This is an optimization exercise on Yosys and OpenROAD, whose aim is small area, a short achievable clock period and few clock cycles per item, not a production implementation. In this exercise RTL edits were held to simulation tests only and were not proved equivalent to the original. Power and IR drop assume default switching activity.

`flow/config.mk`:
```
export PLATFORM = sky130hd
export DESIGN_NAME = mlp_coproc
export DESIGN_NICKNAME = mlp_coproc
export VERILOG_FILES = /design/flow/design.v
export SDC_FILE = /design/flow/constraint.sdc
export NUM_CORES = 4
export LEC_CHECK = 0
export CAP_MARGIN = 20
export CORE_MARGIN = 2
export CORE_UTILIZATION = 40
export SLEW_MARGIN = 20
```
`flow/constraint.sdc`:
```
create_clock -name core_clock -period 11.0 [get_ports {ACLK}]
set_input_delay 2.2000 -clock core_clock [delete_from_list [all_inputs] [get_ports {ACLK}]]
set_output_delay 2.2000 -clock core_clock [all_outputs]
set_load 0.01 [all_outputs]
```
`flow/design.v`:
```
`timescale 1ns/1ps
package coproc_pkg;
	localparam int data_width = 8;
	localparam int axis_width = 32;
	localparam int a_rows   = 64;
	localparam int a_cols   = 7;
	localparam int b_words  = 16;
	localparam int c_words  = 3;
	localparam int n_hidden = 2;
	localparam int a_words   = a_rows * a_cols;
	localparam int in_words  = a_words + b_words + c_words;
	localparam int out_words = a_rows;
	localparam int a_addr_bits   = 9;
	localparam int b_addr_bits   = 4;
	localparam int c_addr_bits   = 2;
	localparam int res_addr_bits = 6;
	localparam int acc_width  = 19;
	localparam int frac_shift = 8;
endpackage
`timescale 1ns/1ps
import coproc_pkg::*;
module sample_ram #(
	parameter int depth_bits = 9
) (
	input  logic                   ACLK,
	input  logic                   wr_en,
	input  logic [a_addr_bits-1:0] wr_addr,
	input  logic [data_width-1:0]  wr_data,
	input  logic                   rd0_en,
	input  logic [a_addr_bits-1:0] rd0_addr,
	input  logic                   rd1_en,
	input  logic [a_addr_bits-1:0] rd1_addr,
	output logic [data_width-1:0]  rd_data0,
	output logic [data_width-1:0]  rd_data1
);
	logic [data_width-1:0] mem [0:2**depth_bits-1];
	always_ff @(posedge ACLK) begin
		if (wr_en) begin
			mem[wr_addr[depth_bits-1:0]] <= wr_data;
		end
	end
	always_ff @(posedge ACLK) begin
		if (rd0_en) begin
			rd_data0 <= mem[rd0_addr[depth_bits-1:0]];
		end
		if (rd1_en) begin
			rd_data1 <= mem[rd1_addr[depth_bits-1:0]];
		end
	end
endmodule
`timescale 1ns/1ps
import coproc_pkg::*;
module frame_loader (
	input  logic                   ACLK,
	input  logic                   ARESETN,
	input  logic                   s_axis_tvalid,
	input  logic [axis_width-1:0]  s_axis_tdata,
	output logic                   s_axis_tready,
	input  logic                   frame_sent,
	output logic                   a_wr_en,
	output logic [a_addr_bits-1:0] a_wr_addr,
	output logic                   b_wr_en,
	output logic [a_addr_bits-1:0] b_wr_addr,
	output logic                   c_wr_en,
	output logic [a_addr_bits-1:0] c_wr_addr,
	output logic [data_width-1:0]  wr_data,
	output logic                   start
);
	localparam logic st_load = 1'b0;
	localparam logic st_wait = 1'b1;
	logic state;
	logic [$clog2(in_words)-1:0] word_cnt;
	logic [$clog2(in_words)-1:0] wr_idx;
	logic [data_width-1:0]       wr_byte;
	logic                        a_wen;
	logic                        b_wen;
	logic                        c_wen;
	logic                        accept;
	assign s_axis_tready = (state == st_load);
	assign accept        = s_axis_tvalid & s_axis_tready;
	always_ff @(posedge ACLK) begin
		if (!ARESETN) begin
			state    <= st_load;
			word_cnt <= '0;
			a_wen    <= 1'b0;
			b_wen    <= 1'b0;
			c_wen    <= 1'b0;
			start    <= 1'b0;
		end else begin
			a_wen <= accept && (word_cnt < a_words);
			b_wen <= accept && (word_cnt >= a_words) && (word_cnt < a_words + b_words);
			c_wen <= accept && (word_cnt >= a_words + b_words);
			start <= c_wen && (wr_idx == in_words - 1);
			if (accept) begin
				if (word_cnt == in_words - 1) begin
					word_cnt <= '0;
					state    <= st_wait;
				end else begin
					word_cnt <= word_cnt + 1'b1;
				end
			end
			if (state == st_wait && frame_sent) begin
				state <= st_load;
			end
		end
	end
	always_ff @(posedge ACLK) begin
		if (accept) begin
			wr_idx  <= word_cnt;
			wr_byte <= s_axis_tdata[data_width-1:0];
		end
	end
	assign a_wr_en   = a_wen;
	assign a_wr_addr = wr_idx;
	assign b_wr_en   = b_wen;
	assign b_wr_addr = a_addr_bits'(wr_idx - a_words);
	assign c_wr_en   = c_wen;
	assign c_wr_addr = a_addr_bits'(wr_idx - a_words - b_words);
	assign wr_data   = wr_byte;
endmodule
`timescale 1ns/1ps
import coproc_pkg::*;
module mlp_engine (
	input  logic                     ACLK,
	input  logic                     ARESETN,
	input  logic                     start,
	output logic                     a_rd_en,
	output logic [a_addr_bits-1:0]   a_rd_addr,
	output logic                     b_rd_en,
	output logic [a_addr_bits-1:0]   b_rd0_addr,
	output logic [a_addr_bits-1:0]   b_rd1_addr,
	output logic                     c_rd_en,
	output logic [a_addr_bits-1:0]   c_rd_addr,
	input  logic [data_width-1:0]    a_data,
	input  logic [data_width-1:0]    b_data0,
	input  logic [data_width-1:0]    b_data1,
	input  logic [data_width-1:0]    c_data,
	output logic                     res_wr_en,
	output logic [a_addr_bits-1:0]   res_wr_addr,
	output logic [data_width-1:0]    res_wr_data,
	output logic                     done
);
	localparam logic [1:0] st_idle   = 2'd0;
	localparam logic [1:0] st_load_c = 2'd1;
	localparam logic [1:0] st_run    = 2'd2;
	logic [1:0]               state;
	logic [3:0]               phase;
	logic [res_addr_bits-1:0] row;
	logic [a_addr_bits-1:0]   a_ptr;
	logic [c_addr_bits-1:0]   c_cnt;
	logic                     c_cap;
	logic [c_addr_bits-1:0]   c_cap_idx;
	logic [data_width-1:0]    c_reg0;
	logic [data_width-1:0]    c_reg1;
	logic [data_width-1:0]    c_reg2;
	logic [acc_width-1:0]     acc0;
	logic [acc_width-1:0]     acc1;
	logic [acc_width-1:0]     acc_next0;
	logic [acc_width-1:0]     acc_next1;
	logic [data_width-1:0]    hidden0;
	logic [data_width-1:0]    hidden1;
	logic [acc_width-1:0]     out_sum;
	logic                     last_phase;
	logic                     res_wen;
	logic [res_addr_bits-1:0] res_row;
	logic [data_width-1:0]    res_byte;
	function automatic logic [data_width-1:0] sat_shift(input logic [acc_width-1:0] v);
		logic [acc_width-1:0] s;
		s = v >> frac_shift;
		if (s > acc_width'({data_width{1'b1}})) begin
			sat_shift = {data_width{1'b1}};
		end else begin
			sat_shift = s[data_width-1:0];
		end
	endfunction
	assign last_phase = (phase == 4'(a_cols + 1));
	assign a_rd_en    = state == st_run && phase != 0 && !last_phase;
	assign a_rd_addr  = a_ptr;
	assign b_rd_en    = state == st_run && !last_phase;
	assign b_rd0_addr = a_addr_bits'({phase[2:0], 1'b0});
	assign b_rd1_addr = a_addr_bits'({phase[2:0], 1'b1});
	assign c_rd_en    = state == st_load_c;
	assign c_rd_addr  = a_addr_bits'(c_cnt);
	always_comb begin
		acc_next0 = acc0 + acc_width'(a_data) * acc_width'(b_data0);
		acc_next1 = acc1 + acc_width'(a_data) * acc_width'(b_data1);
		hidden0   = sat_shift(acc_next0);
		hidden1   = sat_shift(acc_next1);
		out_sum   = acc_width'(c_reg0) + acc_width'(c_reg1) * acc_width'(hidden0)
			+ acc_width'(c_reg2) * acc_width'(hidden1);
	end
	always_ff @(posedge ACLK) begin
		if (!ARESETN) begin
			state   <= st_idle;
			phase   <= '0;
			row     <= '0;
			a_ptr   <= '0;
			c_cnt   <= '0;
			c_cap   <= 1'b0;
			res_wen <= 1'b0;
			done    <= 1'b0;
		end else begin
			c_cap   <= (state == st_load_c);
			res_wen <= (state == st_run) && last_phase;
			done    <= res_wen && (res_row == res_addr_bits'(a_rows - 1));
			if (a_rd_en) begin
				a_ptr <= a_ptr + 1'b1;
			end
			case (state)
				st_idle: begin
					if (start) begin
						state <= st_load_c;
						c_cnt <= '0;
						a_ptr <= '0;
						row   <= '0;
						phase <= '0;
					end
				end
				st_load_c: begin
					c_cnt <= c_cnt + 1'b1;
					if (c_cnt == c_addr_bits'(c_words - 1)) begin
						state <= st_run;
					end
				end
				st_run: begin
					if (last_phase) begin
						phase <= '0;
						row   <= row + 1'b1;
						if (row == res_addr_bits'(a_rows - 1)) begin
							state <= st_idle;
						end
					end else begin
						phase <= phase + 1'b1;
					end
				end
				default: state <= st_idle;
			endcase
		end
	end
	always_ff @(posedge ACLK) begin
		c_cap_idx <= c_cnt;
		if (c_cap) begin
			case (c_cap_idx)
				2'd0: c_reg0 <= c_data;
				2'd1: c_reg1 <= c_data;
				2'd2: c_reg2 <= c_data;
				default: ;
			endcase
		end
		if (state == st_run) begin
			acc0 <= (phase == 4'd1) ? acc_width'(b_data0) : acc_next0;
			acc1 <= (phase == 4'd1) ? acc_width'(b_data1) : acc_next1;
		end
		if (last_phase) begin
			res_row  <= row;
			res_byte <= sat_shift(out_sum);
		end
	end
	assign res_wr_en   = res_wen;
	assign res_wr_addr = a_addr_bits'(res_row);
	assign res_wr_data = res_byte;
endmodule
`timescale 1ns/1ps
import coproc_pkg::*;
module result_streamer (
	input  logic                   ACLK,
	input  logic                   ARESETN,
	input  logic                   done,
	output logic                   res_rd_en,
	output logic [a_addr_bits-1:0] res_rd_addr,
	input  logic [data_width-1:0]  res_data,
	output logic                   m_axis_tvalid,
	output logic [axis_width-1:0]  m_axis_tdata,
	output logic                   m_axis_tlast,
	input  logic                   m_axis_tready,
	output logic                   frame_sent
);
	logic                     rd_active;
	logic [res_addr_bits-1:0] rd_cnt;
	logic                     rd_vld;
	logic                     rd_last;
	logic                     out_vld;
	logic                     out_last;
	logic [data_width-1:0]    out_data;
	logic                     out_free;
	logic                     move;
	logic                     issue;
	assign out_free = !out_vld || m_axis_tready;
	assign move     = rd_vld && out_free;
	assign issue    = rd_active && (!rd_vld || move);
	always_ff @(posedge ACLK) begin
		if (!ARESETN) begin
			rd_active <= 1'b0;
			rd_cnt    <= '0;
			rd_vld    <= 1'b0;
			rd_last   <= 1'b0;
			out_vld   <= 1'b0;
			out_last  <= 1'b0;
		end else begin
			if (done) begin
				rd_active <= 1'b1;
				rd_cnt    <= '0;
			end else if (issue) begin
				rd_cnt <= rd_cnt + 1'b1;
				if (rd_cnt == res_addr_bits'(out_words - 1)) begin
					rd_active <= 1'b0;
				end
			end
			if (issue) begin
				rd_vld  <= 1'b1;
				rd_last <= (rd_cnt == res_addr_bits'(out_words - 1));
			end else if (move) begin
				rd_vld <= 1'b0;
			end
			if (move) begin
				out_vld  <= 1'b1;
				out_last <= rd_last;
			end else if (m_axis_tready) begin
				out_vld  <= 1'b0;
				out_last <= 1'b0;
			end
		end
	end
	always_ff @(posedge ACLK) begin
		if (move) begin
			out_data <= res_data;
		end
	end
	assign res_rd_en     = issue;
	assign res_rd_addr   = a_addr_bits'(rd_cnt);
	assign m_axis_tvalid = out_vld;
	assign m_axis_tdata  = {{(axis_width - data_width){1'b0}}, out_data};
	assign m_axis_tlast  = out_last;
	assign frame_sent    = out_vld && m_axis_tready && out_last;
endmodule
`timescale 1ns/1ps
import coproc_pkg::*;
module mlp_coproc (
	input  logic        ACLK,
	input  logic        ARESETN,
	input  logic        s_axis_tvalid,
	input  logic [31:0] s_axis_tdata,
	output logic        s_axis_tready,
	output logic        m_axis_tvalid,
	output logic [31:0] m_axis_tdata,
	output logic        m_axis_tlast,
	input  logic        m_axis_tready
);
	logic                   a_wr_en;
	logic [a_addr_bits-1:0] a_wr_addr;
	logic                   b_wr_en;
	logic [a_addr_bits-1:0] b_wr_addr;
	logic                   c_wr_en;
	logic [a_addr_bits-1:0] c_wr_addr;
	logic [data_width-1:0]  wr_data;
	logic                   res_wr_en;
	logic [a_addr_bits-1:0] res_wr_addr;
	logic [data_width-1:0]  res_wr_data;
	logic                   a_rd_en;
	logic [a_addr_bits-1:0] a_rd_addr;
	logic                   b_rd_en;
	logic [a_addr_bits-1:0] b_rd0_addr;
	logic [a_addr_bits-1:0] b_rd1_addr;
	logic                   c_rd_en;
	logic [a_addr_bits-1:0] c_rd_addr;
	logic                   res_rd_en;
	logic [a_addr_bits-1:0] res_rd_addr;
	logic [data_width-1:0] a_data;
	logic [data_width-1:0] b_data0;
	logic [data_width-1:0] b_data1;
	logic [data_width-1:0] c_data;
	logic [data_width-1:0] res_data;
	logic start;
	logic done;
	logic frame_sent;
	sample_ram #(.depth_bits(a_addr_bits)) a_ram (
		.ACLK(ACLK), .wr_en(a_wr_en), .wr_addr(a_wr_addr), .wr_data(wr_data),
		.rd0_en(a_rd_en), .rd0_addr(a_rd_addr), .rd1_en(1'b0), .rd1_addr('0),
		.rd_data0(a_data), .rd_data1()
	);
	sample_ram #(.depth_bits(b_addr_bits)) b_ram (
		.ACLK(ACLK), .wr_en(b_wr_en), .wr_addr(b_wr_addr), .wr_data(wr_data),
		.rd0_en(b_rd_en), .rd0_addr(b_rd0_addr), .rd1_en(b_rd_en), .rd1_addr(b_rd1_addr),
		.rd_data0(b_data0), .rd_data1(b_data1)
	);
	sample_ram #(.depth_bits(c_addr_bits)) c_ram (
		.ACLK(ACLK), .wr_en(c_wr_en), .wr_addr(c_wr_addr), .wr_data(wr_data),
		.rd0_en(c_rd_en), .rd0_addr(c_rd_addr), .rd1_en(1'b0), .rd1_addr('0),
		.rd_data0(c_data), .rd_data1()
	);
	sample_ram #(.depth_bits(res_addr_bits)) res_ram (
		.ACLK(ACLK), .wr_en(res_wr_en), .wr_addr(res_wr_addr), .wr_data(res_wr_data),
		.rd0_en(res_rd_en), .rd0_addr(res_rd_addr), .rd1_en(1'b0), .rd1_addr('0),
		.rd_data0(res_data), .rd_data1()
	);
	frame_loader loader (
		.ACLK(ACLK), .ARESETN(ARESETN), .s_axis_tvalid(s_axis_tvalid),
		.s_axis_tdata(s_axis_tdata), .s_axis_tready(s_axis_tready), .frame_sent(frame_sent),
		.a_wr_en(a_wr_en), .a_wr_addr(a_wr_addr), .b_wr_en(b_wr_en), .b_wr_addr(b_wr_addr),
		.c_wr_en(c_wr_en), .c_wr_addr(c_wr_addr), .wr_data(wr_data), .start(start)
	);
	mlp_engine engine (
		.ACLK(ACLK), .ARESETN(ARESETN), .start(start),
		.a_rd_en(a_rd_en), .a_rd_addr(a_rd_addr), .b_rd_en(b_rd_en), .b_rd0_addr(b_rd0_addr),
		.b_rd1_addr(b_rd1_addr), .c_rd_en(c_rd_en), .c_rd_addr(c_rd_addr),
		.a_data(a_data), .b_data0(b_data0), .b_data1(b_data1), .c_data(c_data),
		.res_wr_en(res_wr_en), .res_wr_addr(res_wr_addr), .res_wr_data(res_wr_data),
		.done(done)
	);
	result_streamer streamer (
		.ACLK(ACLK), .ARESETN(ARESETN), .done(done), .res_rd_en(res_rd_en),
		.res_rd_addr(res_rd_addr), .res_data(res_data), .m_axis_tvalid(m_axis_tvalid),
		.m_axis_tdata(m_axis_tdata), .m_axis_tlast(m_axis_tlast),
		.m_axis_tready(m_axis_tready), .frame_sent(frame_sent)
	);
endmodule
```
`flow/run.sh`:
```
#!/bin/bash
# synth_recipe.tcl (not shown) runs the flow's synth.tcl, then flattens the netlist and writes it again
# the make line also repeats each setting of config.mk as NAME=value (left out here)
make -C /OpenROAD-flow-scripts/flow DESIGN_CONFIG=/design/flow/config.mk WORK_HOME=/design/flow/orfs CLKGATE_MAP_FILE= SYNTH_SCRIPT=/design/flow/synth_recipe.tcl finish
```
==> summary.txt <==
-- metrics by stage --
| stage | util [%] | cells | setup slack [ps] |
|---|---|---|---|
| floorplan | - | 10100 | 870 |
| global placement | 41.8 | 16500 | 137 |
| detailed placement | 41.8 | 16500 | 216 |
| CTS | 44.8 | 17400 | 217 |
| global route | 44.9 | 17400 | -13.3 |
| finish | 44.9 | 17400 | 542 |
-- state kept, by name, summed over array words and instances (netlist names), 9 cells and up --
register and cells:
a_ram.mem 4096, res_ram.mem 512, b_ram.mem 128, c_ram.mem 32, engine.acc0 19, engine.acc1 19
engine.a_ptr 9, loader.word_cnt 9, loader.wr_idx 9
-- repair_timing --
item                                    4_1_cts  5_1_grt
hold buffers                                  0        0
buffers inserted                              0       17
endpoints found under the setup margin        0        7
gates resized for setup                       0       15
-- area by class of cell --
cell class | count | area [um2]
multi-input combinational | 4275 | 49200
tap | 6681 | 8360
antenna | 15 | 37.5
clock inverter | 298 | 2900
clock buffer | 586 | 12500
fill | 42200 | 276000
inverter | 325 | 1230
sequential | 4962 | 149000
timing repair buffer | 262 | 2480
-- routing by layer --
layer,global-route usage [%],vias to the layer above
li1,-,41300
met2,31.9,4511
met4,7.26,4
met5,0,-
met3,3.29,871
met1,28.0,53800
-- power by group --
part / switching (uW) / internal (uW)
logic: 472 / 39.1
registers: 16.5 / 20900
clock network: 7090 / 9180
-- final timing paths --
path | depth (start not counted) | startpoint | endpoint | slack [ps]
max | 40 | b_ram.rd_data0[3] | engine.res_byte[5] | 540
min | 0 | res_ram.rd_data0[0] | streamer.out_data[0] | 420
max reg2reg | 40 | b_ram.rd_data0[3] | engine.res_byte[5] | 540
min reg2reg | 0 | res_ram.rd_data0[0] | streamer.out_data[0] | 420
-- worst max-delay path: cells and delay by family (launching register included) --
family	cells	cell delay, ps
buf+inv	8	910
mux	1	430
fa+ha+maj	12	4820
flops	1	510
simple gates	5	810
xor+xnor	1	200
compound gates	13	2550
-- synth_stat cells, types with 12 or more instances --
cell type and number:
ha_1 187, fa_1 179, and2_1 95, o221ai_1 30, buf_2 116, xor2_1 27, nand2_1 323, nor2b_1 130
a31oi_1 23, a221oi_1 59, a211oi_1 51, buf_6 60, nor3_1 60, or3_1 12, buf_4 57, clkbuf_1 291
o21ai_0 93, a22oi_1 151, nand3_1 73, mux4_2 1184, dfxtp_1 53, o21a_1 16, nand4_1 24, a22o_1 41
a21oi_1 147, buf_8 15, and3_1 13, o211ai_1 22, inv_1 321, nor2_1 717, xnor2_1 43, a21o_1 23
buf_1 30, nor4_1 14, nand2b_1 39, o22ai_1 67, mux2i_1 251, edfxtp_1 4909
-- cells in the final DEF, fill, tap and decap left out, drive strengths merged, types with 67 or more instances in the layout --
master and instances:
edfxtp 4909, mux4 1188, nor2 717, clkbuf 586, inv 340, nand2 323
mux2i 252, buf 240, clkinv 224, ha 187, fa 179, a22oi 151
a21oi 147, nor2b 130, o21ai 97, and2 96, nand3 73, nor3 71
o22ai 67
-- kinds of logic (layout without fill, tap and decap cells) --
group	Yosys count	count (layout)	synth area share [%]
multiplexers	1451	1451	14.6
AO/OA/AOI/OAI	814	814	2.83
XOR/XNOR	70	70	0.304
buffers and inverters	900	1471	2.21
other	1	39	0.00186
adder cells (fa/ha/maj)	366	366	2.94
flip-flops	4962	4962	73.6
AND/OR/NAND/NOR	1550	1550	3.50
==> key figures <==
Run status
  • Status: complete, no violations

Setup path
  • CP required: 11760 ps
  • Worst Path Arrival: 11220 ps
  • CP peak stage delay: 510 ps
  • Crit path kind: reg2reg
  • CP most frequent cell: fa_1
  • CP Capture Type: flop
  • Worst setup SP type: flop
  • CP Max Fanout: 7
  • Slowest cell on the critical path: edfxtp_1

Synth
  • Flops & latches, synth: 4962
  • Ys flop type: edfxtp_1
  • Post-synth top area share: 73.1%
  • FFs w/ async S/R, synth: 0%
  • Sequential fraction of the synthesis area: 73.6%
  • Yosys cell types: 86
  • Post-Syn Area: 202000 um2
  • EDFF count, synth: 4909
  • Synth Warn #: 7
  • Syn Inst Count: 10100
  • Synth area leaders: edfxtp_1 (73%), mux4_2 (13%), fa_1 (1.8%), nor2_1 (1.3%), mux2i_1 (1.2%)
  • Post-synthesis average cell area: 19.9 um2
  • Synth area leader: edfxtp_1

Layout
  • Area growth, synth to finish: 11.7%
  • Design area: 225000 um2
  • Share of cells above drive strength 1: 20.7%
  • Nets: 10700

GRT
  • Number of global-route vias before repair: 102000
  • Initial antenna violation count: 22
  • Largest net degree at the start of global routing: 225
  • First-pass GRT wire length: 743000 um
  • Total grt overflow: 0
  • GRT Overall Usage: 20.0%

STA
  • Setup-failing EPs final: 0
  • Final Hold Violating Endpoints: 0
  • Fmax: 0.0956 GHz
  • Final Hold Slack: 419 ps
  • Slew margin rel.: 14.7%
  • Clock Skew: 117 ps
  • Measured slew at the worst slew-check pin: 1270 ps
  • Final period utilization: 95.1%
  • Fin. max-slew vios: 0
  • Setup TNS: 0 ps
  • Tmin final: 10460 ps

Clock tree
  • Worst-Skew Late Latency: 1070 ps
  • CTS tree: done
  • Clock transition at path regs: 60 ps
  • TritonCTS buffer count: 473
  • Root Buffer Master: clkbuf_16
  • Clk sinks: 4962
  • H-tree level count: 5
  • Clock Tree Buf Depth: 4

Die
  • Die Wd: 714 um
  • Die height: 714 um
  • Core Region: 502000 um2
  • Initial Util: 40.2%
  • # IOs: 71
  • Rows: 260
  • Die area: 510000 um2

Placement
  • GPL Wtd Cong: 0.823
  • Area after DPL: 210000 um2
  • IO Port Bufs: 22
  • Hpwl dp: 307000 um

Drt
  • Top Layer Used: met5
  • Initial DRC count: 12400
  • Vias per inst: 5.77
  • DRC Markers: 0
  • Vias: 100000
  • Wire per inst: 29.9 um
  • Routed Antenna Nets: 0
  • M1 WL: 211000 um
  • Wire length on met2: 247000 um
  • First drt pass iteration count: 6
  • Met3 wire len: 42600 um
  • Total wire length: 520000 um

Hold path
  • Hold/Removal Path Class: reg2reg

Pwr
  • Tot Pwr: 37700 uW
  • Pwr per Cell Area: 167 nW/um2
  • Leak: 0.0693 uW
  • Worst vdd ir: 0.000152 V

Run
  • Max Cap Viol: 0
Testbench counts, summed over its fixed seeds: cycles 35,712, frames 32.

[re-timing with driven ports]
The results above use ideal ports. As a check the final layout listed here was re-extracted and re-timed, cells and wires unchanged. Step 1, drivers: a clkbuf_16 drives ACLK and a buf_2 each remaining input, both assumed. Step 2 also shifts input and output timing later by t, the mid clock arrival at the registers, as if the neighbouring blocks saw the same clock. Three values: ideal, step 1, step 2; two values: the first two.
shift t [ns]: 1.123
setup slack, ns: 0.542 / 0.542 / 0.542
hold slack, ns: 0.419 / 0.419 / 0.419
slew at the worst register clock pin (ns): 0.08 / 0.08
After both steps this run still meets setup and hold. The setup slack of this run moves by 0.000 ns with the drivers and by 0.000 ns with both steps.
